This design comes from an exercise in tuning for small area on the open sky130 flow, not from production work. At most, simulation tests tie the RTL to the original design; equivalence was not proved. Only the layout flow was run in runs 3 and 4; the RTL was not checked for function there. Power is estimated from default activity; no workload was simulated.

[design/flow/config.mk]
export PLATFORM = sky130hd
export DESIGN_NAME = motion_tracker_top
export DESIGN_NICKNAME = motion_tracker_top
export VERILOG_FILES = /design/flow/design.v
export SDC_FILE = /design/flow/constraint.sdc
export NUM_CORES = 4
export LEC_CHECK = 0
export CAP_MARGIN = 20
export CORE_MARGIN = 2
export CORE_UTILIZATION = 40
export CTS_CLUSTER_DIAMETER = 80
export CTS_CLUSTER_SIZE = 30
export SLEW_MARGIN = 20
[design/flow/constraint.sdc]
create_clock -name core_clock -period 7.0 [get_ports {clk_65mhz}]
set_input_delay 1.4000 -clock core_clock [delete_from_list [all_inputs] [get_ports {clk_65mhz}]]
set_output_delay 1.4000 -clock core_clock [all_outputs]
set_load 0.01 [all_outputs]
[design/flow/design.v]
`default_nettype none
package motion_pkg;
    localparam int FRAME_WIDTH  = 320;
    localparam int FRAME_HEIGHT = 240;
    localparam int P1_RED_MIN = 11;
    localparam int P1_GB_MAX  = 2;
    localparam int P2_WHITE_MIN = 13;
    localparam int DIV_CYCLES = 24;
    localparam int DIV_CNT_W  = $clog2(DIV_CYCLES);
    localparam int WINDOW_UPDATES = 8;
    localparam int WIN_CNT_W      = $clog2(WINDOW_UPDATES);
    localparam int PUNCH_DX_MIN = 'h40;
    localparam int PUNCH_DY_MAX = 'h30;
    localparam int KICK_DY_MIN  = 'h40;
    localparam int KICK_DX_MAX  = 'h30;
    localparam logic [1:0] DIV_IDLE = 2'd0;
    localparam logic [1:0] DIV_RUN  = 2'd1;
    localparam logic [1:0] DIV_DONE = 2'd2;
endpackage
`default_nettype wire
`timescale 1ns/1ps
`default_nettype none
module motion_tracker_top (
    input  wire logic        clk_65mhz,
    input  wire logic        reset_8frame_delta_values,
    input  wire logic [29:0] pixel,
    input  wire logic        frame_end,
    output logic             gesture_valid,
    output logic [1:0]       p1_gesture,
    output logic [1:0]       p2_gesture,
    output logic [27:0]      p1_motion,
    output logic [27:0]      p2_motion
);
    function automatic logic [24:0] radd24(input logic [23:0] a, input logic [23:0] b,
                                           input logic ci);
        logic [24:0] r;
        logic        c;
        c = ci;
        for (int i = 0; i < 24; i++) begin
            r[i] = a[i] ^ b[i] ^ c;
            c    = (a[i] & b[i]) | (a[i] & c) | (b[i] & c);
        end
        r[24] = c;
        radd24 = r;
    endfunction
    wire rst = reset_8frame_delta_values;
    wire fe  = frame_end;
    wire [3:0] pr = pixel[11:8];
    wire [3:0] pg = pixel[7:4];
    wire [3:0] pb = pixel[3:0];
    wire       take = pixel[29] & ~fe & ~rst;
    wire       is1  = take & (pr > 4'd11) & (pg < 4'd2) & (pb < 4'd2);
    wire       is2  = take & (pr > 4'd13) & (pg > 4'd13) & (pb > 4'd13);
    wire [8:0] mx   = 9'd319 - pixel[28:20];
    wire [7:0] my   = pixel[19:12];
    wire       clr  = rst | fe;
    logic [15:0] n1, n2;
    logic [23:0] sx1, sy1, sx2, sy2;
    logic        cx1, cy1, cx2, cy2;
    wire [24:0] ax1 = radd24({15'd0, sx1[8:0]}, {15'd0, mx & {9{is1}}}, 1'b0);
    wire [24:0] ay1 = radd24({16'd0, sy1[7:0]}, {16'd0, my & {8{is1}}}, 1'b0);
    wire [24:0] ax2 = radd24({15'd0, sx2[8:0]}, {15'd0, mx & {9{is2}}}, 1'b0);
    wire [24:0] ay2 = radd24({16'd0, sy2[7:0]}, {16'd0, my & {8{is2}}}, 1'b0);
    wire [24:0] hx1 = radd24({9'd0, sx1[23:9]}, 24'd0, cx1);
    wire [24:0] hy1 = radd24({8'd0, sy1[23:8]}, 24'd0, cy1);
    wire [24:0] hx2 = radd24({9'd0, sx2[23:9]}, 24'd0, cx2);
    wire [24:0] hy2 = radd24({8'd0, sy2[23:8]}, 24'd0, cy2);
    wire [23:0] fx1 = {hx1[14:0], sx1[8:0]};
    wire [23:0] fy1 = {hy1[15:0], sy1[7:0]};
    wire [23:0] fx2 = {hx2[14:0], sx2[8:0]};
    wire [23:0] fy2 = {hy2[15:0], sy2[7:0]};
    always_ff @(posedge clk_65mhz) begin
        n1  <= 16'(radd24({8'd0, n1 & {16{~clr}}}, 24'd0, is1));
        n2  <= 16'(radd24({8'd0, n2 & {16{~clr}}}, 24'd0, is2));
        sx1 <= {hx1[14:0], ax1[8:0]} & {24{~clr}};
        sy1 <= {hy1[15:0], ay1[7:0]} & {24{~clr}};
        sx2 <= {hx2[14:0], ax2[8:0]} & {24{~clr}};
        sy2 <= {hy2[15:0], ay2[7:0]} & {24{~clr}};
        cx1 <= ax1[9] & ~clr;
        cy1 <= ay1[8] & ~clr;
        cx2 <= ax2[9] & ~clr;
        cy2 <= ay2[8] & ~clr;
    end
    logic [95:0] chain;
    logic [15:0] d1, d2;
    logic [15:0] rem;
    logic [8:0]  quo;
    logic [6:0]  k;         
    logic [2:0]  wcnt;      
    always_ff @(posedge clk_65mhz) begin
        chain <= fe ? {fx1, fy1, fx2, fy2} : {chain[94:0], 1'b0};
        if (fe) begin
            d1 <= n1;
            d2 <= n2;
        end
    end
    logic first;            
    logic den2;             
    logic proc;             
    logic pres;             
    logic out_ld;           
    wire [15:0] den   = den2 ? d2 : d1;
    wire [16:0] trial = {first ? 16'd0 : rem, chain[95]};
    wire [24:0] dlo   = radd24({15'd0, trial[8:0]}, {15'h7fff, ~den[8:0]}, 1'b1);
    wire [24:0] dh0   = radd24({16'd0, trial[16:9]}, {16'hffff, 1'b1, ~den[15:9]}, 1'b0);
    wire [24:0] dh1   = radd24({16'd0, trial[16:9]}, {16'hffff, 1'b1, ~den[15:9]}, 1'b1);
    wire        c9    = dlo[24];
    wire [7:0]  dhi   = c9 ? dh1[7:0] : dh0[7:0];
    wire        ge    = c9 ? dh1[24] : dh0[24];
    wire [16:0] diff  = {dhi, dlo[8:0]};
    always_ff @(posedge clk_65mhz) begin
        rem <= ge ? diff[15:0] : trial[15:0];
        quo <= {quo[7:0], ge};
        if (rst)
            k <= '0;
        else if (fe)
            k <= 7'd1;
        else if (k == 7'd97)
            k <= '0;
        else if (k != 7'd0)
            k <= k + 7'd1;
        first  <= fe | (k == 7'd24) | (k == 7'd48) | (k == 7'd72);
        den2   <= ~fe & (k >= 7'd48);
        proc   <= ~rst & ~fe & ((k == 7'd24) | (k == 7'd48) | (k == 7'd72) | (k == 7'd96));
        pres   <= (k >= 7'd72) ? (d2 != 16'd0) : (d1 != 16'd0);
        out_ld <= ~rst & ~fe & (k == 7'd96) & (wcnt == 3'd0);
    end
    logic [8:0] lr [4];     
    logic [9:0] sr [4];     
    logic [3:0] hr;         
    logic       gv;
    logic [9:0] ox1, ox2;
    logic [8:0] oy1, oy2;
    wire       win_end  = (wcnt == 3'd0);
    wire       win_first = (wcnt == 3'd1);
    wire       h        = hr[0];
    wire [8:0] newl     = pres ? quo : lr[0];
    wire [24:0] dvs     = radd24({15'd0, newl}, {15'h7fff, ~sr[0][8:0]}, 1'b1);
    wire [9:0] dv       = {~dvs[24], dvs[8:0]};
    wire [24:0] lts     = radd24({15'd0, quo}, {15'h7fff, ~lr[0]}, 1'b1);
    wire       lt       = ~lts[24];
    wire [24:0] mgs     = radd24({15'd0, dv[8:0] ^ {9{dv[9]}}}, 24'd0, dv[9]);
    wire [8:0] mag      = mgs[8:0];
    wire       neg      = dv[9] | ((dv == 10'd0) & pres & lt);
    wire [9:0] res      = h ? {neg, mag} : 10'd0;
    wire [9:0] stv      = !h ? {1'b0, quo} : (win_first ? {1'b0, lr[0]} : sr[0]);
    wire [9:0] snew     = win_end ? res : stv;
    always_ff @(posedge clk_65mhz) begin
        if (rst)
            wcnt <= '0;
        else if (fe)
            wcnt <= wcnt + 3'd1;
        if (proc) begin
            lr[0] <= lr[1];
            lr[1] <= lr[2];
            lr[2] <= lr[3];
            lr[3] <= newl;
            sr[0] <= sr[1];
            sr[1] <= sr[2];
            sr[2] <= sr[3];
            sr[3] <= snew;
        end
        if (rst)
            hr <= '0;
        else if (proc)
            hr <= {h | pres, hr[3:1]};
        gv <= out_ld & ~rst;
        if (rst) begin
            ox1 <= '0;
            oy1 <= '0;
            ox2 <= '0;
            oy2 <= '0;
        end else if (out_ld) begin
            ox1 <= sr[1];
            oy1 <= {sr[2][9], sr[2][7:0]};
            ox2 <= sr[3];
            oy2 <= {snew[9], snew[7:0]};
        end
    end
    function automatic logic [1:0] classify(input logic [8:0] mx_, input logic [7:0] my_);
        logic [1:0] g;
        g[1] = (mx_ > 9'h40) && (my_ < 8'h30);
        g[0] = (my_ > 8'h40) && (mx_ < 9'h30);
        classify = g;
    endfunction
    assign gesture_valid = gv;
    assign p1_motion     = {ox1[9], 4'd0, ox1[8:0], oy1[8], 5'd0, oy1[7:0]};
    assign p2_motion     = {ox2[9], 4'd0, ox2[8:0], oy2[8], 5'd0, oy2[7:0]};
    assign p1_gesture    = classify(ox1[8:0], oy1[7:0]);
    assign p2_gesture    = classify(ox2[8:0], oy2[7:0]);
endmodule
`default_nettype wire
[design/flow/run.sh]
#!/bin/bash
# synth_recipe.tcl (not shown) runs the flow's synth.tcl, then flattens the netlist and writes it again
# the make line also repeats each setting of config.mk as NAME=value (left out here)
make -C /OpenROAD-flow-scripts/flow DESIGN_CONFIG=/design/flow/config.mk WORK_HOME=/design/flow/orfs CLKGATE_MAP_FILE= SYNTH_SCRIPT=/design/flow/synth_recipe.tcl finish
==> results of run 1 <==
report_power, final:
part | switching [W] | internal, W | total (W)
sequential | 0.0000458 | 0.00257 | 0.00262
combinational | 0.000375 | 0.000337 | 0.000712
clock | 0.000766 | 0.000553 | 0.00132
per-layer routing:
layer | global-route usage (%) | routed length, µm | part of all wire [%] | vias to the layer above
li1 | - | - | - | 4620
met1 | 16.47 | 12550 | 47 | 4463
met2 | 21.40 | 12570 | 47 | 102
met3 | 1.526 | 793 | 3.0 | 37
met4 | 3.033 | 593 | 2.2 | 0
met5 | 0 | 0 | 0 | -
cell families after synthesis:
| logic type | after synthesis |
|---|---|
| compound gates | 74 |
| xor+xnor | 31 |
| fa+ha+maj | 165 |
| buf+inv | 143 |
| flops | 419 |
| mux | 166 |
| other cells | 1 |
| simple gates | 357 |
final cells by class:
| class | instances | area [µm²] |
|---|---|---|
| fill | 3831 | 23070 |
| sequential | 419 | 9474 |
| multi-input combinational | 811 | 6875 |
| timing repair buffer | 82 | 804.5 |
| tap | 539 | 674.4 |
| clock buffer | 26 | 521.8 |
| inverter | 68 | 255.2 |
| clock inverter | 6 | 82.58 |
flip-flops by register name (all words and copies together) (netlist names), 16 cells and up:
register,count
sx1,24
d1,16
n2,16
d2,16
lr,36
sx2,24
sy1,24
sy2,24
n1,16
sr,40
chain,96
rem,16
critical path, stage by stage, from the launching register on:
cell and delay [ns]:
dfxtp_1 0.48, mux2i_1 0.28, ha_1 0.18, inv_1 0.05, fa_1 0.38, fa_1 0.41
fa_1 0.40, fa_1 0.42, fa_1 0.42, fa_1 0.40, fa_1 0.38, fa_1 0.41
xnor2_1 0.16, ha_1 0.20, ha_1 0.18, ha_1 0.18, ha_1 0.18, ha_1 0.18
ha_1 0.18, ha_1 0.28, a21oi_1 0.05, mux2_2 0.30, a211oi_1 0.22
path summary, 6_finish.rpt:
check             startpoint  endpoint  slack [ns]  cells past startpoint
setup reg to reg        pres    oy2[7]        0.61                     22
hold reg to reg       quo[0]    quo[1]        0.39                      0
setup / recovery        pres    oy2[7]        0.61                     22
hold / removal        quo[0]    quo[1]        0.39                      0
synthesized netlist by cell type, types with 4 or more instances:
cell / instances
nor4_1: 11
mux2_2: 113
a211oi_1: 8
a2111oi_0: 4
nor3_1: 6
or4_1: 5
mux2i_1: 51
nand2b_1: 13
xnor2_1: 24
o21ai_0: 9
nor2b_1: 18
a21oi_1: 29
fa_1: 46
clkbuf_1: 53
dfxtp_1: 311
nand2_1: 68
xor2_1: 7
nand3_1: 8
buf_4: 18
nor2_1: 108
o31ai_1: 4
nand4_1: 4
and2_1: 102
ha_1: 117
inv_1: 67
edfxtp_1: 108
placed cells by master, fill, tap and decap left out, types with 8 or more instances in the layout:
cell type and instances:
a21oi_1 29, ha_1 117, clkbuf_16 19, o21ai_0 9
buf_4 9, nor2_1 107, nand2b_1 13, dfxtp_1 309
nand3_1 8, xnor2_1 24, fa_1 46, nand2_1 68
nor2b_1 17, edfxtp_1 108, clkdlybuf4s50_1 70, conb_1 18
a211oi_1 8, nor4_1 11, mux2i_1 51, mux2_2 113
and2_1 102, inv_1 67
metrics by stage:
stage / setup slack, ns / total power [W] / cell area (µm²) / std cells
final: 0.6107 / 0.004646 / 18690 / 1951
after global routing: 0.2982 / 0.004915 / 18690 / 1951
after CTS: 0.6162 / 0.004726 / 18690 / 1951
after detailed placement: 0.6309 / 0.003392 / 18080 / 1919
after global placement: 0.7153 / 0.003380 / 18080 / 1919
after floorplan: 0.5682 / 0.003231 / 16950 / 1373
==> metrics.md, run 1 <==
| Metric | Value |
|---|---|
| Final min period | `~6.4 ns` |
| Share of cells above drive strength 1 | `11.83%` |
| Worst VDD drop | `~0.00015 V` |
| Worst-Skew Late Latency | `0.54 ns` |
| Slew Limit Fails | `0` |
| Layout area overhead | `10.68%` |
| Slew HR | `just over 30%` |
| CTS H-tree depth | `1` |
| Max_cap viols | `0` |
| Synth Area in XOR/XNOR | `roughly 1.6%` |
| Core Util, Final | `about 45%` |
| Fin Hold WS | `0.3898 ns` |
| Top post-synthesis cells by area | `dfxtp_1, edfxtp_1, ha_1` |
| Most used DFF post-synth | `dfxtp_1` |
| Synth Area in Compound Gates | `between 3 and 4%` |
| Fin. Hold Viols | `0` |
| WP data arrival | `between 6 and 7 ns` |
| Pin count of the biggest net entering global routing | `140` |
| Hold_buf cts | `0` |
| CTS root buf | `clkbuf_16` |
| CP required | `7.46 ns` |
| GPL Wtd Cong | `0.8109` |
| CTS tree | `done` |
| Synthesis-stage register bit count | `roughly 420` |
| Vias per Instance | `about 4.7` |
| Final wirelength | `around 27000 µm` |
| Avg Cell Area, Syn | `~12 µm²` |
| EDFF count, synth | `~110` |
| Leading area contributor after synthesis | `dfxtp_1` |
| Period Utilization, post-route | `91.28%` |
| Final ANT Viol Nets | `0` |
| # setup viols final | `0` |
| Post_cts resized | `0` |
| Post-synthesis mux area share | `approximately a tenth` |
| Initial antenna violation count | `0` |
| Final nets | `about 1.6k` |
| Die height | `209.5 µm` |
| Syn Std Cell Area | `about 17000 µm²` |
| Vias in the first global route | `9165` |
| CTS clk-pin slew, worst paths | `about 0.11 ns` |
| First-pass DRT Iterations | `4` |
| Adder-cell share of the synthesized area | `between 10% and 20%` |
| Lkg Pwr | `~7.5 nW` |
| Unrepaired setup endpoints after global routing | `false` |
| Crit Path Max Fanout | `7` |
| Largest family of logic cells by synthesized area | `adder cells` |
| Iter 0 DRT Violations | `305` |
| Post-synthesis simple-gate area fraction | `approximately a tenth` |
| Sink Count | `approximately 420` |
| Netlist cell types | `58` |
| Hold Crit Class | `reg2reg` |
| N_diodes | `0` |
| Global-route wire length before repair | `45260 µm` |
| Initial Util | `just over 40%` |
| Setup TNS | `0 ns` |
| Skew final | `around 0.020 ns` |
| Total track usage | `between 10% and 20%` |
| Die width | `209.5 µm` |
| IO Port Bufs | `72` |
| Async S/R FF share, synth | `0%` |
| Clk buf depth | `3` |
| Top cell type's share of synthesized area | `between 30 and 40%` |
| Cell count after synthesis | `around 1.4k` |
| Achievable frequency | `around 160 MHz` |
| DP HPWL | `around 18000 µm` |
| Type of origin of the critical path | `flip-flop` |
| DRC | `0` |
| Outcome | `no timing/DRC/antenna violations` |
| Post-synthesis sequential area ratio | `between 50% and 60%` |
| Worst Tran Pin Value | `around 1.0 ns` |
| CORE AREA | `around 42000 µm²` |
| Drt wl/cell | `~14 µm` |
| I/O pin cnt | `94` |
| Via count | `roughly 9k` |
| Setup CP Type | `reg2reg` |
| Rows | `75` |
| Die ar. | `between 40000 and 50000 µm²` |
| Synth warn | `3` |
| Setup Buffers After CTS | `0` |
| CTS Buf Count | `19` |
| Worst Setup End Kind | `flip-flop` |
| Pwr dens | `248.6 nW/µm²` |
| Grt ovf | `0` |
==> inputs of run 2 (changes only) <==
==> design/flow/flow/run.sh (new file) <==
#!/bin/bash
set -e
export CTS_ARGS="-sink_clustering_enable -repair_clock_nets -sink_clustering_size 30 -sink_clustering_max_diameter 80 -dont_use_dummy_load"
export BUFFER_PORTS_ARGS="-buffer_cell sky130_fd_sc_hd__buf_1"
bash standard.sh > standard.log 2>&1
==> design/flow/standard.sh (new file) <==
#!/bin/bash
# synth_recipe.tcl (not shown) runs the flow's synth.tcl, then flattens the netlist and writes it again
# the make line also repeats each setting of config.mk as NAME=value (left out here)
make -C /OpenROAD-flow-scripts/flow DESIGN_CONFIG=/design/flow/config.mk WORK_HOME=/design/flow/orfs CLKGATE_MAP_FILE= SYNTH_SCRIPT=/design/flow/synth_recipe.tcl "${@:-finish}"
--- a/design/flow/config.mk
+++ b/design/flow/config.mk
@@ -8,6 +8,4 @@
 export CAP_MARGIN = 20
 export CORE_MARGIN = 2
 export CORE_UTILIZATION = 40
-export CTS_CLUSTER_DIAMETER = 80
-export CTS_CLUSTER_SIZE = 30
 export SLEW_MARGIN = 20
removed: design/flow/run.sh
==> metrics.md, run 2 <==
| Metric | Value |
|---|---|
| Crit Path Max Fanout | `9 (+2)` |
| Fillers | `3857 (+0.68%)` |
| CORE AREA | `41760 µm² (unchanged)` |
| Min-delay src | `quo[1]` |
| N_diodes | `0 (unchanged)` |
| Pin count of the biggest net entering global routing | `101 (-28%)` |
| Initial antenna violation count | `0 (unchanged)` |
| Die height | `209.5 µm (unchanged)` |
| CP required | `7.43 ns (-0.03 ns)` |
| Unrepaired setup endpoints after global routing | `false` |
| CTS Buf Count | `20 (+1)` |
| Total track usage | `12.45% (+0.11 points)` |
| Largest reg by FF count | `chain` |
| Die width | `209.5 µm (unchanged)` |
| Netlist cell types | `58 (unchanged)` |
| WP data arrival | `6.67 ns (-0.18 ns)` |
| Type of origin of the critical path | `flip-flop` |
| Synth warn | `3 (unchanged)` |
| Clk buf depth | `3 (unchanged)` |
| Final min period | `6.244 ns (-0.1450 ns)` |
| Final wirelength | `26460 µm (-0.18%)` |
| Via count | `9140 (-0.89%)` |
| Vias per Instance | `4.714 (-0.28%)` |
| Layout area overhead | `7.373%` |
| FF-to-FF Start | `pres` |
| Synthesis-stage register bit count | `419 (unchanged)` |
| CTS clk-pin slew, worst paths | `0.10 ns (about the same)` |
| Initial Util | `40.43% (unchanged)` |
| Commonest non-fill, non-tap cell in the layout | `dfxtp_1` |
| DRC | `0 (unchanged)` |
| Placed cells | `1919 (unchanged)` |
| Syn Std Cell Area | `16880 µm² (unchanged)` |
| Cell mode on critical path | `fa_1` |
| Cell count after synthesis | `1356 (unchanged)` |
| Worst VDD drop | `0.0001924 V (+31%)` |
| WHS Path Cells | `0 (unchanged)` |
| Top cells by count, synth | `dfxtp_1, ha_1, mux2_2` |
| I/O pin cnt | `94 (unchanged)` |
| EDFF count, synth | `108 (unchanged)` |
| Lkg Pwr | `7.306 nW (-2.9%)` |
| Share of cells above drive strength 1 | `11.43% (-0.40 points)` |
| Drt wl/cell | `13.65 µm (+0.43%)` |
| Slew HR | `31.77% (+1.3 points)` |
| CTS tree | `done` |
| Slew Limit Fails | `0 (unchanged)` |
| Leading area contributor after synthesis | `dfxtp_1` |
| Most used DFF post-synth | `dfxtp_1` |
| Hold Crit Class | `reg2reg` |
| Top cell type's share of synthesized area | `36.87% (unchanged)` |
| Top post-synthesis cells by area | `dfxtp_1, edfxtp_1, ha_1` |
| Final ANT Viol Nets | `0 (unchanged)` |
| Worst Setup End Kind | `flip-flop` |
| Rows | `75 (unchanged)` |
| Setup TNS | `0 ns (unchanged)` |
| Setup CP Type | `reg2reg` |
| Final nets | `1598 (+0.063%)` |
| IO Port Bufs | `72 (unchanged)` |
| Hold_buf cts | `0 (unchanged)` |
| R2R depth | `22 (unchanged)` |
| # setup viols final | `0 (unchanged)` |
| Critical R2R Capture | `oy2[7]` |
| Grt ovf | `0 (unchanged)` |
| Pwr dens | `249.7 nW/µm² (+0.44%)` |
| DP HPWL | `17860 µm (-0.45%)` |
| CTS H-tree depth | `1 (unchanged)` |
| Async S/R FF share, synth | `0% (unchanged)` |
| Worst R2R Setup Slack | `0.76 ns (+0.14 ns)` |
| Fin. Hold Viols | `0 (unchanged)` |
| Avg Cell Area, Syn | `12.45 µm² (unchanged)` |
| Post_cts resized | `0 (unchanged)` |
| Post-Layout Cell Count | `1939 (-0.62%)` |
| Period Utilization, post-route | `89.20% (-2.1 points)` |
| Max reg flops | `96 (unchanged)` |
| Worst-path cell chain | `mux2i_1 -> ha_1 -> inv_1 -> fa_1 -> fa_1 -> fa_1 -> fa_1 -> fa_1 -> fa_1 -> fa_1 -> fa_1 -> buf_4 -> xnor2_1 -> ha_1 -> ha_1 -> ha_1 -> ha_1 -> ha_1 -> ha_1 -> a21oi_1 -> mux2_2 -> a211oi_1` |
| Crit path largest cell delay | `0.42 ns (-0.06 ns)` |
| Skew final | `0.09404 ns (+0.07452 ns)` |
| Slowest CP cell | `fa_1` |
| First-pass DRT Iterations | `4 (unchanged)` |
| Setup Buffers After CTS | `0 (unchanged)` |
| GPL Wtd Cong | `0.8199 (+1.1%)` |
| Global-route wire length before repair | `45400 µm (+0.30%)` |
| Sink Count | `419 (unchanged)` |
| Post-synthesis sequential area ratio | `56.08% (unchanged)` |
| CTS root buf | `clkbuf_16` |
| Top-count cell post-synth | `dfxtp_1` |
| Worst Tran Pin Value | `1.023 ns (-0.01951 ns)` |
| Die ar. | `43870 µm² (unchanged)` |
| Outcome | `no timing/DRC/antenna violations` |
| Iter 0 DRT Violations | `377 (+24%)` |
| Max_cap viols | `0 (unchanged)` |
| Achievable frequency | `160.1 MHz (+2.3%)` |
| Vias in the first global route | `9303 (+1.5%)` |
| Biggest regs | `chain x96, sr x40, lr x36` |
| Worst-Skew Late Latency | `0.56 ns (+0.02 ns)` |
| Most frequent cells in the layout | `dfxtp_1, ha_1, mux2_2` |
| Worst hold endpoint | `quo[2]` |
==> run 2: cell counts after synthesis <==
Identical to the previous run, type by type.
==> run 2: cells by family after synthesis <==
family / Yosys count / synth area share (%)
buf+inv: 143 / 3.668
compound gates: 74 / 3.001
simple gates: 357 / 10.69
flops: 419 / 56.08
other cells: 1 / 0.02221
xor+xnor: 31 / 1.608
mux: 166 / 10.69
fa+ha+maj: 165 / 14.24
==> run 2: layout make-up <==
class,count,area [µm²],area share [%]
inverter,68,255.2,1.408
sequential,419,9474,52.26
timing repair buffer,82,350.3,1.932
clock buffer,20,500.5,2.761
multi-input combinational,811,6875,37.92
tap,539,674.4,3.720
==> run 2: where the power goes <==
group | internal, W | switching, W | total, W
registers | 0.00257 | 0.0000484 | 0.00262
clock network | 0.000513 | 0.000700 | 0.00121
logic | 0.000325 | 0.000371 | 0.000697
total | 0.00341 | 0.00112 | 0.00453
==> run 2: critical path, delay by kind of cell, from the launching register on <==
family / cells / cell delay (ns)
XOR/XNOR: 1 / 0.14
AO/OA/AOI/OAI: 2 / 0.27
buffers and inverters: 2 / 0.25
adder cells (fa/ha/maj): 15 / 4.56
flip-flops: 1 / 0.41
multiplexers: 2 / 0.56
==> run 2: metal layers <==
layer	up-vias	wire, µm	GRT usage, %
li1	4616	-	-
met1	4390	12590	16.64
met2	107	12520	21.38
met3	27	853	1.900
met4	0	494	2.886
met5	-	0	0
==> run 2: through the flow <==
step | util, % | cell area [µm²] | power [W] | setup slack [ns] | hold slack, ns
floorplan | - | 16950 | 0.003231 | 0.5682 | 0.3586
global placement | 42.21 | 17630 | 0.003363 | 0.8100 | 0.3733
detailed placement | 42.21 | 17630 | 0.003372 | 0.7522 | 0.3789
CTS | 43.41 | 18130 | 0.004603 | 0.7403 | 0.3824
global route | 43.42 | 18130 | 0.004783 | 0.5035 | 0.3909
finish | 43.42 | 18130 | 0.004528 | 0.7557 | 0.3789
==> run 2: how the worst max path moves through the flow <==
stage | start | to | slack [ns] | cells past startpoint
final | pres | oy2[7] | 0.76 | 22
after global routing | pres | oy2[7] | 0.50 | 22
after CTS | den2 | rem[12] | 0.74 | 17
after detailed placement | pres | oy2[7] | 0.75 | 22
after global placement | pres | oy2[7] | 0.81 | 22
after floorplan | pres | oy2[7] | 0.57 | 23
==> inputs of run 3 (changes only) <==
--- a/design/flow/design.v
+++ b/design/flow/design.v
@@ -101,13 +101,13 @@
     logic out_ld;           
     wire [15:0] den   = den2 ? d2 : d1;
     wire [16:0] trial = {first ? 16'd0 : rem, chain[95]};
-    wire [24:0] dlo   = radd24({15'd0, trial[8:0]}, {15'h7fff, ~den[8:0]}, 1'b1);
-    wire [24:0] dh0   = radd24({16'd0, trial[16:9]}, {16'hffff, 1'b1, ~den[15:9]}, 1'b0);
-    wire [24:0] dh1   = radd24({16'd0, trial[16:9]}, {16'hffff, 1'b1, ~den[15:9]}, 1'b1);
+    wire [24:0] dlo   = radd24({12'd0, trial[11:0]}, {12'hfff, ~den[11:0]}, 1'b1);
+    wire [24:0] dh0   = radd24({19'd0, trial[16:12]}, {19'h7ffff, 1'b1, ~den[15:12]}, 1'b0);
+    wire [24:0] dh1   = radd24({19'd0, trial[16:12]}, {19'h7ffff, 1'b1, ~den[15:12]}, 1'b1);
     wire        c9    = dlo[24];
-    wire [7:0]  dhi   = c9 ? dh1[7:0] : dh0[7:0];
+    wire [4:0]  dhi   = c9 ? dh1[4:0] : dh0[4:0];
     wire        ge    = c9 ? dh1[24] : dh0[24];
-    wire [16:0] diff  = {dhi, dlo[8:0]};
+    wire [16:0] diff  = {dhi, dlo[11:0]};
     always_ff @(posedge clk_65mhz) begin
         rem <= ge ? diff[15:0] : trial[15:0];
         quo <= {quo[7:0], ge};
==> design/flow/flow/run.sh (replaced) <==
#!/bin/bash
set -e
export CTS_ARGS="-sink_clustering_enable -repair_clock_nets -sink_clustering_size 20 -sink_clustering_max_diameter 60 -dont_use_dummy_load -buf_list {sky130_fd_sc_hd__clkbuf_8}"
export BUFFER_PORTS_ARGS="-buffer_cell sky130_fd_sc_hd__buf_1"
bash standard.sh > standard.log 2>&1
==> metrics.md, run 3 <==
| Metric | Value |
|---|---|
| Outcome | `no timing/DRC/antenna violations` |
| Crit path buf inv count | `2 (unchanged)` |
| CORE AREA | `41760 µm² (unchanged)` |
| Post-Layout Cell Count | `1930 (-0.46%)` |
| Switch share | `25.73% (+1.0 points)` |
| Vias in the first global route | `9034 (-2.9%)` |
| Crit Path Max Fanout | `31 (+22)` |
| Crit-path leading delay family | `adder cells` |
| Most frequent cells in the layout | `dfxtp_1, ha_1, mux2_2, edfxtp_1, nor2_1` |
| Drt wl/cell | `13.88 µm (+1.7%)` |
| Sequential Power Share | `60.2% (+2.4 points)` |
| Post_cts resized | `0 (unchanged)` |
| Worst-Skew Late Latency | `0.63 ns (+0.07 ns)` |
| First-pass DRT Iterations | `4 (unchanged)` |
| Cell count after synthesis | `1337 (-1.4%)` |
| Period Utilization, post-route | `94.04% (+4.8 points)` |
| CP required | `7.48 ns (+0.05 ns)` |
| Pin count of the biggest net entering global routing | `140 (+39%)` |
| Core Util, Final | `43.02% (-0.39 points)` |
| Cell mode on critical path | `fa_1` |
| Worst-path cell chain | `mux2_2 -> ha_1 -> fa_1 -> fa_1 -> fa_1 -> fa_1 -> fa_1 -> fa_1 -> fa_1 -> fa_1 -> fa_1 -> fa_1 -> fa_1 -> nand2_1 -> nor4b_1 -> buf_4 -> o31ai_4 -> buf_4 -> a21oi_1 -> a21oi_1` |
| Clk buf depth | `3 (unchanged)` |
| Type of origin of the critical path | `flip-flop` |
| Unrepaired setup endpoints after global routing | `false` |
| Netlist cell types | `62 (+6.9%)` |
| Post-synthesis sequential area ratio | `56.30% (+0.22 points)` |
| Max_cap viols | `0 (unchanged)` |
| EDFF count, synth | `108 (unchanged)` |
| Syn Std Cell Area | `16820 µm² (-0.39%)` |
| Die ar. | `43710 µm² (-0.38%)` |
| # setup viols final | `0 (unchanged)` |
| DP HPWL | `17830 µm (-0.13%)` |
| Fin. Hold Viols | `0 (unchanged)` |
| Avg Cell Area, Syn | `12.58 µm² (+1.0%)` |
| N_diodes | `0 (unchanged)` |
| Placed cells | `1900 (-0.99%)` |
| Global-route wire length before repair | `44550 µm (-1.9%)` |
| Internal power | `0.003245 W (-4.8%)` |
| Combinational share of power | `15.0% (-0.4 points)` |
| Synthesis-stage register bit count | `419 (unchanged)` |
| Lkg Pwr | `7.157 nW (-2.0%)` |
| Most used DFF post-synth | `dfxtp_1` |
| Crit path largest cell delay | `0.46 ns (+0.04 ns)` |
| Initial antenna violation count | `0 (unchanged)` |
| Worst VDD drop | `0.0001523 V (-21%)` |
| DRC | `0 (unchanged)` |
| Fillers | `3870 (+0.34%)` |
| Slowest CP cell | `fa_1` |
| Skew final | `0.07555 ns (-0.01849 ns)` |
| Final ANT Viol Nets | `0 (unchanged)` |
| Final wirelength | `26790 µm (+1.2%)` |
| Crit path launch | `den2` |
| Min-delay src | `quo[4]` |
| Top post-synthesis cells by area | `dfxtp_1, edfxtp_1, ha_1` |
| CTS H-tree depth | `1 (unchanged)` |
| FF-to-FF Start | `den2` |
| Via count | `9227 (+0.95%)` |
| Vias per Instance | `4.781 (+1.4%)` |
| CTS root buf | `clkbuf_8` |
| Pwr dens | `243.2 nW/µm² (-2.6%)` |
| Dpl cell area | `17550 µm² (-0.42%)` |
| Worst Setup End Kind | `flip-flop` |
| Sink Count | `419 (unchanged)` |
| Die width | `209.1 µm (-0.19%)` |
| Final nets | `1589 (-0.56%)` |
| Rows | `75 (unchanged)` |
| I/O pin cnt | `94 (unchanged)` |
| Switching power | `0.001124 W (+0.43%)` |
| Setup TNS | `0 ns (unchanged)` |
| Iter 0 DRT Violations | `442 (+17%)` |
| Largest reg by FF count | `chain` |
| Slew Limit Fails | `0 (unchanged)` |
| Total track usage | `12.35% (-0.10 points)` |
| Initial Util | `40.28% (-0.16 points)` |
| Final min period | `6.583 ns (+0.3384 ns)` |
| Hold Crit Class | `reg2reg` |
| Layout area overhead | `6.814%` |
| Slew HR | `30.41% (-1.4 points)` |
| CTS clk-pin slew, worst paths | `0.11 ns (about the same)` |
| Synth warn | `3 (unchanged)` |
| Die height | `209.1 µm (-0.19%)` |
| Setup Buffers After CTS | `0 (unchanged)` |
| Grt ovf | `0 (unchanged)` |
| Biggest regs | `chain x96, sr x40, lr x36` |
| Max reg flops | `96 (unchanged)` |
| IO Port Bufs | `72 (unchanged)` |
| GPL Wtd Cong | `0.7624 (-7.0%)` |
| Clock power frac | `24.9% (-1.9 points)` |
| Hold_buf cts | `0 (unchanged)` |
| Worst Tran Pin Value | `1.044 ns (+0.02042 ns)` |
| Async S/R FF share, synth | `0% (unchanged)` |
| Setup CP Type | `reg2reg` |
| CTS tree | `done` |
| Post-route cell area | `17970 µm² (-0.90%)` |
| Share of cells above drive strength 1 | `12.01% (+0.58 points)` |
| Leading area contributor after synthesis | `dfxtp_1` |
| Achievable frequency | `151.9 MHz (-5.1%)` |
| CTS Buf Count | `30 (+50%)` |
| Tot Pwr | `0.004370 W (-3.5%)` |
| Commonest non-fill, non-tap cell in the layout | `dfxtp_1` |
| Top cells by count, synth | `dfxtp_1, ha_1, edfxtp_1, mux2_2, nor2_1` |
| WP data arrival | `7.06 ns (+0.39 ns)` |
| Top-count cell post-synth | `dfxtp_1` |
| Top cell type's share of synthesized area | `37.02% (+0.14 points)` |
[run 3: worst paths after layout]
kind / to / slack (ns) / cells after the start
setup / recovery: rem[2] / 0.42 / 20
hold / removal: quo[5] / 0.37 / 0
hold reg to reg: quo[5] / 0.37 / 0
setup reg to reg: rem[2] / 0.42 / 20
[run 3: per-stage QoR]
| stage | hold slack [ns] | worst slack [ns] |
|---|---|---|
| floorplan | 0.3458 | 0.5638 |
| global placement | 0.3598 | 0.5957 |
| detailed placement | 0.3582 | 0.5019 |
| CTS | 0.3739 | 0.4458 |
| global route | 0.3819 | 0.1239 |
| finish | 0.3730 | 0.4173 |
[run 3: final cells by class]
class	instances	area (µm²)	share of cell area (%)
multi-input cells	797	6794	37.82
flip-flops and latches	419	9474	52.73
well taps	539	674.4	3.754
inverters	60	225.2	1.254
repair buffers	85	385.4	2.145
clock buffers	30	412.9	2.298
[run 3: per-layer routing]
metal / share of wire (%) / global-route usage, % / vias to the layer above
met1: 48 / 16.61 / 4450
met3: 3.1 / 1.864 / 46
met4: 2.2 / 3.079 / 0
met5: 0 / 0 / -
li1: - / - / 4601
met2: 46 / 20.94 / 130
[run 3: cell families after synthesis]
group,count (synthesis),synth area share [%]
AO/OA/AOI/OAI,97,3.816
other,1,0.02230
XOR/XNOR,28,1.503
AND/OR/NAND/NOR,342,10.64
adder cells (fa/ha/maj),164,14.37
flip-flops,419,56.30
buffers and inverters,138,3.734
multiplexers,148,9.611
[run 3: power groups by stage]
| stage | logic, W | clock network, W | registers, W |
|---|---|---|---|
| floorplan | 0.000525 | 0 | 0.00267 |
| global placement | 0.000641 | 0 | 0.00268 |
| detailed placement | 0.000655 | 0 | 0.00268 |
| CTS | 0.000664 | 0.00115 | 0.00263 |
| global route | 0.000753 | 0.00123 | 0.00264 |
| finish | 0.000655 | 0.00109 | 0.00263 |
==> inputs of run 4 (changes only) <==
==> design/flow/flow/run.sh (replaced) <==
#!/bin/bash
set -e
export CTS_ARGS="-sink_clustering_enable -repair_clock_nets -sink_clustering_size 10 -sink_clustering_max_diameter 40 -dont_use_dummy_load -buf_list {sky130_fd_sc_hd__clkbuf_4}"
export BUFFER_PORTS_ARGS="-buffer_cell sky130_fd_sc_hd__buf_1"
bash standard.sh > standard.log 2>&1
==> metrics.md, run 4 <==
| Metric | Value |
|---|---|
| Lkg Pwr | `7.245 nW (+1.2%)` |
| CTS Buf Count | `66 (+120%)` |
| Type of origin of the critical path | `flip-flop` |
| WP data arrival | `7.09 ns (+0.03 ns)` |
| Top cell type's share of synthesized area | `37.02% (unchanged)` |
| Grt ovf | `0 (unchanged)` |
| Post-placement worst setup slack | `0.5019 ns (unchanged)` |
| Most used DFF post-synth | `dfxtp_1` |
| Drt wl/cell | `13.83 µm (-0.34%)` |
| Slowest CP cell | `fa_1` |
| Leading area contributor after synthesis | `dfxtp_1` |
| Die height | `209.1 µm (unchanged)` |
| Final min period | `6.570 ns (-0.01303 ns)` |
| Max_cap viols | `0 (unchanged)` |
| Total track usage | `12.86% (+0.51 points)` |
| Commonest non-fill, non-tap cell in the layout | `dfxtp_1` |
| Max reg flops | `96 (unchanged)` |
| # setup viols final | `0 (unchanged)` |
| Skew final | `0.09675 ns (+0.02120 ns)` |
| GPL Wtd Cong | `0.7624 (unchanged)` |
| Critical R2R Capture | `rem[3]` |
| Biggest regs | `chain x96, sr x40, lr x36` |
| FF-to-FF Start | `den2` |
| Combinational share of power | `14.7% (-0.3 points)` |
| Layout area overhead | `7.335%` |
| Switch share | `26.23% (+0.50 points)` |
| CTS H-tree depth | `3 (+2)` |
| Synth warn | `3 (unchanged)` |
| Final wirelength | `27230 µm (+1.6%)` |
| Top-count cell post-synth | `dfxtp_1` |
| Fin. Hold Viols | `0 (unchanged)` |
| R2R depth | `20 (unchanged)` |
| DP HPWL | `17830 µm (unchanged)` |
| CTS root buf | `clkbuf_4` |
| Fillers | `3890 (+0.52%)` |
| Internal power | `0.003297 W (+1.6%)` |
| Slack of the critical path | `0.4304 ns (+0.01303 ns)` |
| Sequential Power Share | `58.8% (-1.4 points)` |
| DRC | `0 (unchanged)` |
| Cell mode on critical path | `fa_1` |
| Worst-Skew Late Latency | `0.72 ns (+0.09 ns)` |
| Post_cts resized | `0 (unchanged)` |
| Setup CP Type | `reg2reg` |
| Most frequent cells in the layout | `dfxtp_1, ha_1, mux2_2, edfxtp_1, nor2_1` |
| I/O pin cnt | `94 (unchanged)` |
| CTS clk-pin slew, worst paths | `0.09 ns (-0.02 ns)` |
| IO Port Bufs | `72 (unchanged)` |
| Die ar. | `43710 µm² (unchanged)` |
| Switching power | `0.001173 W (+4.3%)` |
| Final nets | `1625 (+2.3%)` |
| Crit Path Max Fanout | `31 (unchanged)` |
| Worst Setup End Kind | `flip-flop` |
| Top post-synthesis cells by area | `dfxtp_1, edfxtp_1, ha_1` |
| Slew Limit Fails | `0 (unchanged)` |
| Netlist cell types | `62 (unchanged)` |
| Iter 0 DRT Violations | `382 (-14%)` |
| Global-route wire length before repair | `45620 µm (+2.4%)` |
| Sequential Area | `9474 µm² (unchanged)` |
| Clk buf depth | `3 (unchanged)` |
| Achievable frequency | `152.2 MHz (+0.20%)` |
| Via count | `9387 (+1.7%)` |
| Post-synthesis sequential area ratio | `56.30% (unchanged)` |
| Period Utilization, post-route | `93.85% (-0.19 points)` |
| Fin Hold WS | `0.3467 ns (-0.02638 ns)` |
| Worst R2R Setup Slack | `0.43 ns (about the same)` |
| Avg Cell Area, Syn | `12.58 µm² (unchanged)` |
| Crit path largest cell delay | `0.45 ns (about the same)` |
| CTS tree | `done` |
| Async S/R FF share, synth | `0% (unchanged)` |
| Setup Buffers After CTS | `0 (unchanged)` |
| WHS Path Cells | `0 (unchanged)` |
| Top cells by count, synth | `dfxtp_1, ha_1, edfxtp_1, mux2_2, nor2_1` |
| Syn Std Cell Area | `16820 µm² (unchanged)` |
| Clock power frac | `26.5% (+1.6 points)` |
| First-pass DRT Iterations | `6 (+2)` |
| CP required | `7.52 ns (+0.04 ns)` |
| Multi-input logic area | `6794 µm² (unchanged)` |
| Pwr dens | `247.6 nW/µm² (+1.8%)` |
| Hold Crit Class | `reg2reg` |
| Initial Util | `40.28% (unchanged)` |
| CORE AREA | `41760 µm² (unchanged)` |
| Cell count after synthesis | `1337 (unchanged)` |
| Outcome | `no timing/DRC/antenna violations` |
| Hold_buf cts | `0 (unchanged)` |
| Worst VDD drop | `0.0001256 V (-18%)` |
| Unrepaired setup endpoints after global routing | `false` |
| EDFF count, synth | `108 (unchanged)` |
| Final ANT Viol Nets | `0 (unchanged)` |
| Die width | `209.1 µm (unchanged)` |
| Share of cells above drive strength 1 | `14.23% (+2.2 points)` |
| Worst hold endpoint | `lr[1][6]` |
| Sink Count | `419 (unchanged)` |
| Synthesis-stage register bit count | `419 (unchanged)` |
| Initial antenna violation count | `1 (+1)` |
| Worst-path cell chain | `mux2_2 -> ha_1 -> fa_1 -> fa_1 -> fa_1 -> fa_1 -> fa_1 -> fa_1 -> fa_1 -> fa_1 -> fa_1 -> fa_1 -> fa_1 -> nand2_1 -> nor4b_1 -> buf_4 -> o31ai_4 -> buf_4 -> a21oi_1 -> a21oi_1` |
| Min-delay src | `lr[2][6]` |
| Vias per Instance | `4.770 (-0.23%)` |
| Vias in the first global route | `9329 (+3.3%)` |
| Slew HR | `31.00% (+0.60 points)` |
| Setup TNS | `0 ns (unchanged)` |
| Pin count of the biggest net entering global routing | `140 (unchanged)` |
| Rows | `75 (unchanged)` |
| Largest reg by FF count | `chain` |
| Worst Tran Pin Value | `1.035 ns (-0.008951 ns)` |
[run 4: worst max-delay path, delay by kind of cell, from the launching register on]
family / cells / cell delay, ns
adder cells (fa/ha/maj): 12 / 4.63
buffers and inverters: 2 / 0.42
flip-flops: 1 / 0.37
AO/OA/AOI/OAI: 3 / 0.25
multiplexers: 1 / 0.35
AND/OR/NAND/NOR: 2 / 0.33
[run 4: worst max path at each step]
stage,depth (start not counted),startpoint,slack [ns],to
2_1_floorplan,24,pres,0.56,sr[3][8]
3_3_place_gp,20,den2,0.60,rem[11]
3_5_place_dp,20,den2,0.50,rem[4]
4_1_cts,20,den2,0.41,rem[3]
5_1_grt,20,den2,0.09,rem[3]
6_report,20,den2,0.43,rem[3]
[run 4: stage by stage]
step | util [%] | area [µm²] | power, W | cells
6_report | 43.23 | 18050 | 0.004470 | 1968
5_1_grt | 43.23 | 18050 | 0.004762 | 1968
4_1_cts | 43.22 | 18050 | 0.004555 | 1966
3_5_place_dp | 42.03 | 17550 | 0.003338 | 1900
3_3_place_gp | 42.03 | 17550 | 0.003323 | 1900
2_1_floorplan | - | 16880 | 0.003190 | 1354
[run 4: power groups by stage]
stage	registers (W)	logic [W]	clock network (W)
floorplan	0.00267	0.000525	0
global placement	0.00268	0.000641	0
detailed placement	0.00268	0.000655	0
CTS	0.00263	0.000665	0.00126
global route	0.00264	0.000754	0.00136
finish	0.00263	0.000655	0.00119
[run 4: metal layers]
metal	up-vias	global-route usage (%)	routed length [µm]
li1	4703	-	-
met2	152	21.17	12520
met5	-	0	0
met3	58	2.750	1092
met1	4474	16.56	12950
met4	0	5.099	663
[run 4: cells by family after synthesis]
family | Yosys count | synth area share (%)
buf+inv | 138 | 3.734
mux | 148 | 9.611
simple gates | 342 | 10.64
fa+ha+maj | 164 | 14.37
flops | 419 | 56.30
compound gates | 97 | 3.816
other cells | 1 | 0.02230
xor+xnor | 28 | 1.503
[run 4: layout make-up]
cell class,count,area share [%]
clock buffers,66,2.744
diodes,2,0.02772
multi-input cells,797,37.63
repair buffers,85,2.135
flip-flops and latches,419,52.48
inverters,60,1.247
well taps,539,3.736
==> inputs of run 5 (changes only) <==
--- a/design/flow/design.v
+++ b/design/flow/design.v
@@ -81,14 +81,14 @@
         cx2 <= ax2[9] & ~clr;
         cy2 <= ay2[8] & ~clr;
     end
-    logic [95:0] chain;
+    logic [80:0] chain;
     logic [15:0] d1, d2;
     logic [15:0] rem;
     logic [8:0]  quo;
     logic [6:0]  k;         
     logic [2:0]  wcnt;      
     always_ff @(posedge clk_65mhz) begin
-        chain <= fe ? {fx1, fy1, fx2, fy2} : {chain[94:0], 1'b0};
+        chain <= fe ? {fx1[8:0], fy1, fx2, fy2} : {chain[79:0], 1'b0};
         if (fe) begin
             d1 <= n1;
             d2 <= n2;
@@ -100,7 +100,7 @@
     logic pres;             
     logic out_ld;           
     wire [15:0] den   = den2 ? d2 : d1;
-    wire [16:0] trial = {first ? 16'd0 : rem, chain[95]};
+    wire [16:0] trial = {first ? 16'd0 : rem, chain[80]};
     wire [24:0] dlo   = radd24({12'd0, trial[11:0]}, {12'hfff, ~den[11:0]}, 1'b1);
     wire [24:0] dh0   = radd24({19'd0, trial[16:12]}, {19'h7ffff, 1'b1, ~den[15:12]}, 1'b0);
     wire [24:0] dh1   = radd24({19'd0, trial[16:12]}, {19'h7ffff, 1'b1, ~den[15:12]}, 1'b1);
@@ -109,21 +109,21 @@
     wire        ge    = c9 ? dh1[24] : dh0[24];
     wire [16:0] diff  = {dhi, dlo[11:0]};
     always_ff @(posedge clk_65mhz) begin
-        rem <= ge ? diff[15:0] : trial[15:0];
+        rem <= fe ? {1'b0, fx1[23:9]} : (ge ? diff[15:0] : trial[15:0]);
         quo <= {quo[7:0], ge};
         if (rst)
             k <= '0;
         else if (fe)
             k <= 7'd1;
-        else if (k == 7'd97)
+        else if (k == 7'd82)
             k <= '0;
         else if (k != 7'd0)
             k <= k + 7'd1;
-        first  <= fe | (k == 7'd24) | (k == 7'd48) | (k == 7'd72);
-        den2   <= ~fe & (k >= 7'd48);
-        proc   <= ~rst & ~fe & ((k == 7'd24) | (k == 7'd48) | (k == 7'd72) | (k == 7'd96));
-        pres   <= (k >= 7'd72) ? (d2 != 16'd0) : (d1 != 16'd0);
-        out_ld <= ~rst & ~fe & (k == 7'd96) & (wcnt == 3'd0);
+        first  <= ~fe & ((k == 7'd9) | (k == 7'd33) | (k == 7'd57));
+        den2   <= ~fe & (k >= 7'd33);
+        proc   <= ~rst & ~fe & ((k == 7'd9) | (k == 7'd33) | (k == 7'd57) | (k == 7'd81));
+        pres   <= (k >= 7'd57) ? (d2 != 16'd0) : (d1 != 16'd0);
+        out_ld <= ~rst & ~fe & (k == 7'd81) & (wcnt == 3'd0);
     end
     logic [8:0] lr [4];     
     logic [9:0] sr [4];     
==> design/flow/flow/run.sh (replaced) <==
#!/bin/bash
set -e
export CTS_ARGS="-sink_clustering_enable -repair_clock_nets -sink_clustering_size 20 -sink_clustering_max_diameter 60 -dont_use_dummy_load -buf_list {sky130_fd_sc_hd__clkbuf_8}"
export BUFFER_PORTS_ARGS="-buffer_cell sky130_fd_sc_hd__buf_1"
bash standard.sh > standard.log 2>&1
==> metrics.md, run 5 <==
| Metric | Value |
|---|---|
| Sink Count | `404 (-3.6%)` |
| Final wirelength | `28400 µm (+4.3%)` |
| Met3 WL post-DR | `849 µm (-22%)` |
| FF-to-FF Start | `den2` |
| IO Port Bufs | `72 (unchanged)` |
| Synthesis-stage register bit count | `404 (-3.6%)` |
| Slew HR | `29.97% (-1.0 points)` |
| GPL Wtd Cong | `0.8069 (+5.8%)` |
| Netlist cell types | `63 (+1.6%)` |
| Synth warn | `3 (unchanged)` |
| Post-synthesis sequential area ratio | `55.20% (-1.1 points)` |
| Top post-synthesis cells by area | `dfxtp_1, edfxtp_1, ha_1` |
| Rows | `74 (-1.3%)` |
| Worst hold endpoint | `quo[2]` |
| First-pass DRT Iterations | `4 (-2)` |
| Most used DFF post-synth | `dfxtp_1` |
| Top cells by count, synth | `dfxtp_1, ha_1, edfxtp_1` |
| CTS root buf | `clkbuf_8` |
| Fin. Hold Viols | `0 (unchanged)` |
| Min-delay src | `quo[1]` |
| Drt wl/cell | `14.75 µm (+6.6%)` |
| Iter 0 DRT Violations | `493 (+29%)` |
| Metal2 WL | `13380 µm (+6.8%)` |
| Outcome | `no timing/DRC/antenna violations` |
| Clk buf depth | `3 (unchanged)` |
| Slack of the critical path | `0.3212 ns (-0.1092 ns)` |
| I/O pin cnt | `94 (unchanged)` |
| Critical R2R Capture | `rem[0]` |
| Die height | `207.8 µm (-0.61%)` |
| Vias per Instance | `4.830 (+1.3%)` |
| Crit Path Max Fanout | `26 (-16%)` |
| CTS H-tree depth | `1 (-2)` |
| Achievable frequency | `149.7 MHz (-1.6%)` |
| DP HPWL | `19190 µm (+7.6%)` |
| Largest reg by FF count | `chain` |
| CTS clk-pin slew, worst paths | `0.11 ns (+0.02 ns)` |
| Most frequent cells in the layout | `dfxtp_1, ha_1, edfxtp_1` |
| Cell count after synthesis | `1340 (+0.22%)` |
| Avg Cell Area, Syn | `12.40 µm² (-1.5%)` |
| Top cell type's share of synthesized area | `35.67% (-1.3 points)` |
| Final min period | `6.679 ns (+0.1092 ns)` |
| Setup CP Type | `reg2reg` |
| Worst Setup End Kind | `flip-flop` |
| DRC | `0 (unchanged)` |
| N_diodes | `0 (-2)` |
| CTS Buf Count | `29 (-56%)` |
| Pwr dens | `239.6 nW/µm² (-3.2%)` |
| Max_cap viols | `0 (unchanged)` |
| # setup viols final | `0 (unchanged)` |
| Worst VDD drop | `0.0001694 V (+35%)` |
| Worst R2R Setup Slack | `0.32 ns (-0.11 ns)` |
| Met1 Routed Length | `13540 µm (+4.6%)` |
| WP data arrival | `7.19 ns (+0.10 ns)` |
| Global-route wire length before repair | `47380 µm (+3.9%)` |
| Die width | `207.8 µm (-0.61%)` |
| EDFF count, synth | `108 (unchanged)` |
| CORE AREA | `40920 µm² (-2.0%)` |
| Hold Crit Class | `reg2reg` |
| Worst Tran Pin Value | `1.050 ns (+0.01546 ns)` |
| Syn Std Cell Area | `16610 µm² (-1.2%)` |
| Async S/R FF share, synth | `0% (unchanged)` |
| R2R depth | `19 (-5.0%)` |
| Commonest non-fill, non-tap cell in the layout | `dfxtp_1` |
| CTS tree | `done` |
| Skew final | `0.03836 ns (-0.05840 ns)` |
| WHS Path Cells | `0 (unchanged)` |
| Lkg Pwr | `7.093 nW (-2.1%)` |
| Unrepaired setup endpoints after global routing | `false` |
| Initial Util | `40.59% (+0.31 points)` |
| Setup TNS | `0 ns (unchanged)` |
| Via count | `9297 (-0.96%)` |
| Final ANT Viol Nets | `0 (unchanged)` |
| Type of origin of the critical path | `flip-flop` |
| Max reg flops | `81 (-16%)` |
| CP required | `7.51 ns (about the same)` |
| Total track usage | `13.15% (+0.29 points)` |
| Max Used Layer | `met5` |
| Grt ovf | `0 (unchanged)` |
| Post-placement worst setup slack | `0.3120 ns (-0.1900 ns)` |
| Slew Limit Fails | `0 (unchanged)` |
| Layout area overhead | `7.096%` |
| Vias in the first global route | `9443 (+1.2%)` |
| Pin count of the biggest net entering global routing | `82 (-41%)` |
| Biggest regs | `chain x81, sr x40, lr x36` |
| Share of cells above drive strength 1 | `11.20% (-3.0 points)` |
| Final nets | `1592 (-2.0%)` |
| Initial antenna violation count | `1 (unchanged)` |
| Period Utilization, post-route | `95.41% (+1.6 points)` |
| Top-count cell post-synth | `dfxtp_1` |
| Die ar. | `43170 µm² (-1.2%)` |
| Fin Hold WS | `0.3852 ns (+0.03852 ns)` |
| Leading area contributor after synthesis | `dfxtp_1` |
| Worst-Skew Late Latency | `0.62 ns (-0.10 ns)` |
## run 5: cell types whose count changed in the layout (fill, tap and decap cells not counted), sizes merged, moves of 4 or more
cell,delta
a21oi,-21
a2bb2oi,+11
clkbuf,-37
o21bai,+11
nand2b,+4
nor2,+4
nor2b,-4
mux2,-14
dfxtp,-15
o31a,+13
## run 5: per-stage QoR
stage / area [µm²] / cells / total power [W] / util, %
floorplan: 16670 / 1357 / 0.003090 / -
global placement: 17370 / 1894 / 0.003233 / 42.44
detailed placement: 17370 / 1894 / 0.003249 / 42.44
CTS: 17770 / 1923 / 0.004312 / 43.41
global route: 17790 / 1925 / 0.004486 / 43.47
finish: 17790 / 1925 / 0.004263 / 43.47
## run 5: how the worst max path moves through the flow
stage	startpoint	endpoint	slack, ns
5_1_grt	den2	rem[0]	0.04
3_3_place_gp	den2	rem[0]	0.33
4_1_cts	den2	rem[0]	0.28
2_1_floorplan	den2	rem[13]	0.62
3_5_place_dp	den2	rem[0]	0.31
6_report	den2	rem[0]	0.32
## run 5: logic make-up after synthesis
group                      synth area share [%]
DFF                                       55.20
and+or+nand+nor                           11.10
adders and majority gates                 14.63
buffers and inverters                     3.781
muxes                                     8.881
AOI/OAI and AO/OA                         5.017
xor gates and xnor gates                  1.371
other                                   0.02258
## run 5: repair_timing
item,in CTS,in global routing
setup endpoints to repair,0,2
buffers inserted,0,2
resized for setup,0,2
hold buffers,0,0
## run 5: final cells by class
cell class,instances,area [µm²]
clock buffers,29,399.1
flip-flops and latches,404,9174
multi-input cells,809,6907
repair buffers,88,407.9
inverters,63,236.5
well taps,532,665.6
fillers,3853,23130
## run 5: per-layer routing
| metal | track usage (%) | vias to the layer above |
|---|---|---|
| met1 | 17.30 | 4503 |
| li1 | - | 4640 |
| met3 | 2.073 | 45 |
| met2 | 22.75 | 107 |
| met5 | 0 | - |
| met4 | 3.033 | 2 |
## run 5: worst max-delay path, stage by stage, from the launching register on
cell and delay (ns):
dfxtp_1 0.37, mux2_2 0.35, ha_1 0.19, fa_1 0.38, fa_1 0.39, fa_1 0.40
fa_1 0.40, fa_1 0.40, fa_1 0.41, fa_1 0.41, fa_1 0.41, fa_1 0.40
fa_1 0.40, fa_2 0.41, nor2_2 0.17, a211oi_2 0.09, nor4_4 0.45, buf_12 0.23
o21ai_0 0.10, a22o_1 0.21
## run 5: where the power goes
part / switching, W / leakage, nW / internal [W]
clock network: 0.000686 / 0.209 / 0.000370
logic: 0.000391 / 3.46 / 0.000307
registers: 0.0000462 / 3.42 / 0.00246
total: 0.00112 / 7.09 / 0.00314
==> inputs of run 6 (changes only) <==
--- a/design/flow/design.v
+++ b/design/flow/design.v
@@ -84,11 +84,11 @@
     logic [80:0] chain;
     logic [15:0] d1, d2;
     logic [15:0] rem;
-    logic [8:0]  quo;
+    wire  [8:0]  quo = chain[8:0];    
     logic [6:0]  k;         
     logic [2:0]  wcnt;      
     always_ff @(posedge clk_65mhz) begin
-        chain <= fe ? {fx1[8:0], fy1, fx2, fy2} : {chain[79:0], 1'b0};
+        chain <= fe ? {fx1[8:0], fy1, fx2, fy2} : {chain[79:0], ge};
         if (fe) begin
             d1 <= n1;
             d2 <= n2;
@@ -110,7 +110,6 @@
     wire [16:0] diff  = {dhi, dlo[11:0]};
     always_ff @(posedge clk_65mhz) begin
         rem <= fe ? {1'b0, fx1[23:9]} : (ge ? diff[15:0] : trial[15:0]);
-        quo <= {quo[7:0], ge};
         if (rst)
             k <= '0;
         else if (fe)
==> metrics.md, run 6 <==
| Metric | Value |
|---|---|
| Final min period | `6.624 ns (-0.05460 ns)` |
| Layout area overhead | `7.090% (about the same)` |
| Setup Buffers After CTS | `0 (unchanged)` |
| Die ar. | `42490 µm² (-1.6%)` |
| Initial Util | `40.30% (-0.29 points)` |
| Total track usage | `13.64% (+0.49 points)` |
| First-pass DRT Iterations | `4 (unchanged)` |
| Drt wl/cell | `14.79 µm (+0.26%)` |
| Switching power | `0.0009330 W (-17%)` |
| Most used DFF post-synth | `dfxtp_1` |
| Final ANT Viol Nets | `0 (unchanged)` |
| Grt met1 use | `18.06% (+0.76 points)` |
| Sequential Power Share | `62.4% (+3.6 points)` |
| Cell count after synthesis | `1332 (-0.60%)` |
| Initial antenna violation count | `0 (-1)` |
| Top post-synthesis cells by area | `dfxtp_1, edfxtp_1, ha_1` |
| Post_cts resized | `0 (unchanged)` |
| Most crowded layer after global routing | `met2` |
| Achievable frequency | `151.0 MHz (+0.82%)` |
| Leading area contributor after synthesis | `dfxtp_1` |
| Grt ovf | `0 (unchanged)` |
| Die width | `206.1 µm (-0.80%)` |
| Lkg Pwr | `6.946 nW (-2.1%)` |
| Combinational share of power | `10.9% (-5.5 points)` |
| Vias in the first global route | `9305 (-1.5%)` |
| Slew HR | `31.70% (+1.7 points)` |
| Outcome | `no timing/DRC/antenna violations` |
| N_diodes | `0 (unchanged)` |
| Top cells by count, synth | `dfxtp_1, ha_1, nor2_1` |
| Iter 0 DRT Violations | `440 (-11%)` |
| CTS Buf Count | `29 (unchanged)` |
| Grt met2 use | `23.54% (+0.79 points)` |
| CTS H-tree depth | `1 (unchanged)` |
| Worst VDD drop | `0.0001151 V (-32%)` |
| Die height | `206.1 µm (-0.80%)` |
| GPL Wtd Cong | `0.7765 (-3.8%)` |
| Skew final | `0.06906 ns (+0.03070 ns)` |
| Vias per Instance | `4.817 (-0.27%)` |
| Fin. Hold Viols | `0 (unchanged)` |
| Top cell type's share of synthesized area | `35.16% (-0.52 points)` |
| Syn Std Cell Area | `16340 µm² (-1.6%)` |
| Clk buf depth | `3 (unchanged)` |
| Rows | `74 (unchanged)` |
| Multi-input logic area | `6787 µm² (-1.7%)` |
| Worst Setup End Kind | `flip-flop` |
| CTS root buf | `clkbuf_8` |
| Crit Path Max Fanout | `16 (-38%)` |
| Commonest non-fill, non-tap cell in the layout | `dfxtp_1` |
| Pwr dens | `220.3 nW/µm² (-8.1%)` |
| DP HPWL | `19420 µm (+1.2%)` |
| Max reg flops | `81 (unchanged)` |
| Worst Tran Pin Value | `1.024 ns (-0.02591 ns)` |
| Most frequent cells in the layout | `dfxtp_1, ha_1, nor2_1` |
| CTS tree | `done` |
| Type of origin of the critical path | `flip-flop` |
| Unrepaired setup endpoints after global routing | `false` |
| Slew Limit Fails | `0 (unchanged)` |
| Biggest regs | `chain x81, sr x40, lr x36` |
| Global-route wire length before repair | `46930 µm (-0.96%)` |
| Via count | `9243 (-0.58%)` |
| Hold Crit Class | `reg2reg` |
| Fillers | `3829 (-0.62%)` |
| Max_cap viols | `0 (unchanged)` |
| Worst-Skew Late Latency | `0.61 ns (about the same)` |
| Setup CP Type | `reg2reg` |
| Dpl cell area | `17100 µm² (-1.5%)` |
| Post-synthesis sequential area ratio | `55.00% (-0.19 points)` |
| Met3 usage | `2.066% (-0.0070 points)` |
| Clock power frac | `26.7% (+1.9 points)` |
| WP data arrival | `7.13 ns (-0.06 ns)` |
| IO Port Bufs | `72 (unchanged)` |
| Final nets | `1586 (-0.38%)` |
| Sequential Area | `8994 µm² (-2.0%)` |
| Avg Cell Area, Syn | `12.27 µm² (-1.0%)` |
| Hold_buf cts | `0 (unchanged)` |
| Async S/R FF share, synth | `0% (unchanged)` |
| DRC | `0 (unchanged)` |
| EDFF count, synth | `108 (unchanged)` |
| Switch share | `24.20% (-2.2 points)` |
| Netlist cell types | `67 (+6.3%)` |
| Largest reg by FF count | `chain` |
| CP required | `7.51 ns (about the same)` |
| Synth warn | `3 (unchanged)` |
| CTS clk-pin slew, worst paths | `0.11 ns (about the same)` |
| Synthesis-stage register bit count | `395 (-2.2%)` |
| Period Utilization, post-route | `94.63% (-0.78 points)` |
| Setup TNS | `0 ns (unchanged)` |
| Share of cells above drive strength 1 | `10.53% (-0.67 points)` |
| Internal power | `0.002922 W (-6.9%)` |
| # setup viols final | `0 (unchanged)` |
| Sink Count | `395 (-2.2%)` |
| Pin count of the biggest net entering global routing | `134 (+63%)` |
| Post-route cell area | `17500 µm² (-1.6%)` |
| CORE AREA | `40550 µm² (-0.90%)` |
| Final wirelength | `28390 µm (about the same)` |
| I/O pin cnt | `94 (unchanged)` |
| Top-count cell post-synth | `dfxtp_1` |
run 6: changes by cell type after synthesis, moves of 4 or more:
cell,before,now
nor2_1,106,112
mux2_2,94,87
o31a_1,14,0
inv_1,63,67
a2bb2oi_1,12,0
a311oi_1,7,19
nand2b_1,15,9
dfxtp_1,296,287
o21bai_1,11,0
nand3b_1,6,2
a21oi_1,17,12
nand2_1,61,75
o21ai_0,12,18
and4_1,1,14
run 6: layout make-up:
class | count | area share (%)
tap | 532 | 3.804
clock buffer | 29 | 2.281
inverter | 68 | 1.459
multi-input combinational | 808 | 38.78
timing repair buffer | 87 | 2.288
sequential | 395 | 51.39
run 6: logic make-up (layout without fill, tap and decap cells):
group / Yosys count / count (layout) / synth area share, %
flip-flops: 395 / 395 / 55.00
AND/OR/NAND/NOR: 374 / 374 / 11.94
adder cells (fa/ha/maj): 165 / 165 / 14.87
buffers and inverters: 146 / 184 / 3.920
multiplexers: 127 / 127 / 8.468
AO/OA/AOI/OAI: 97 / 97 / 4.326
XOR/XNOR: 27 / 27 / 1.447
other: 1 / 18 / 0.02295
run 6: worst max-delay path, stage by stage (launching register included):
cell	delay (ns)
dfxtp_1	0.39
mux2_2	0.35
ha_1	0.19
fa_1	0.38
fa_1	0.39
fa_1	0.39
fa_1	0.39
fa_1	0.40
fa_1	0.39
fa_1	0.40
fa_1	0.39
fa_1	0.40
fa_1	0.40
fa_1	0.44
o211ai_1	0.38
nand4_4	0.30
and4_1	0.29
a221o_1	0.24
run 6: metrics by stage:
stage | setup WS, ns | total power [W] | utilization (%) | hold WS [ns] | std cells
after floorplan | 0.7060 | 0.002792 | - | 0.4000 | 1349
after global placement | 0.4348 | 0.002871 | 42.17 | 0.4021 | 1890
after detailed placement | 0.3895 | 0.002880 | 42.17 | 0.4052 | 1890
after CTS | 0.3709 | 0.003923 | 43.15 | 0.4042 | 1919
after global routing | 0.08235 | 0.004049 | 43.15 | 0.4152 | 1919
final | 0.3758 | 0.003855 | 43.15 | 0.3994 | 1919
run 6: power groups by stage:
stage	clock, W	combinational (W)	sequential (W)
finish	0.00103	0.000421	0.00241
global route	0.00116	0.000476	0.00241
CTS	0.00109	0.000426	0.00241
detailed placement	0	0.000423	0.00246
global placement	0	0.000414	0.00246
floorplan	0	0.000342	0.00245
run 6: worst paths after layout:
path	from	endpoint	slack, ns	cells past startpoint
worst min-delay path	n1[8]	d1[8]	0.40	0
worst max-delay path	den2	rem[13]	0.38	17
worst max register to register	den2	rem[13]	0.38	17
worst min register to register	n1[8]	d1[8]	0.40	0
run 6: routing by layer:
metal,share of wire [%],routed length (µm)
met4,2.0,572
met5,0,0
met3,3.3,929
met2,47,13400
met1,48,13480

what the ideal ports hide:
How much do the figures lean on ideal ports? The routed layouts below were timed once more, with nothing changed but the port constraints. Step 1 (the two cells are an assumption about what drives the block):
set clk [get_ports {clk_65mhz}]
set_driving_cell -lib_cell sky130_fd_sc_hd__clkbuf_16 $clk
set_driving_cell -lib_cell sky130_fd_sc_hd__buf_2 [delete_from_list [all_inputs] $clk]
Step 2, shift: input delay + t, output delay - t, t = (earliest + latest rising clock arrival at the registers) / 2. This alone moves slack from input paths to output paths. Slacks: ideal / step 1 / step 2; pairs: ideal / step 1.
run	t, ns	setup WS [ns]	slew at the worst register clock pin (ns)	worst data-port slew with drivers (ns)	pins driven straight from the clock port
run 1	0.584	0.611 / 0.611 / 0.611	0.11 / 0.11	0.04	1
run 2	0.570	0.756 / 0.756 / 0.756	0.11 / 0.11	0.04	1
run 3	0.643	0.417 / 0.417 / 0.417	0.11 / 0.11	0.05	1
run 4	0.732	0.430 / 0.430 / 0.430	0.11 / 0.11	0.05	1
run 5	0.649	0.321 / 0.321 / 0.321	0.11 / 0.11	0.06	1
run 6	0.625	0.376 / 0.376 / 0.376	0.11 / 0.11	0.04	1
After both steps setup and hold are still met in every run listed.
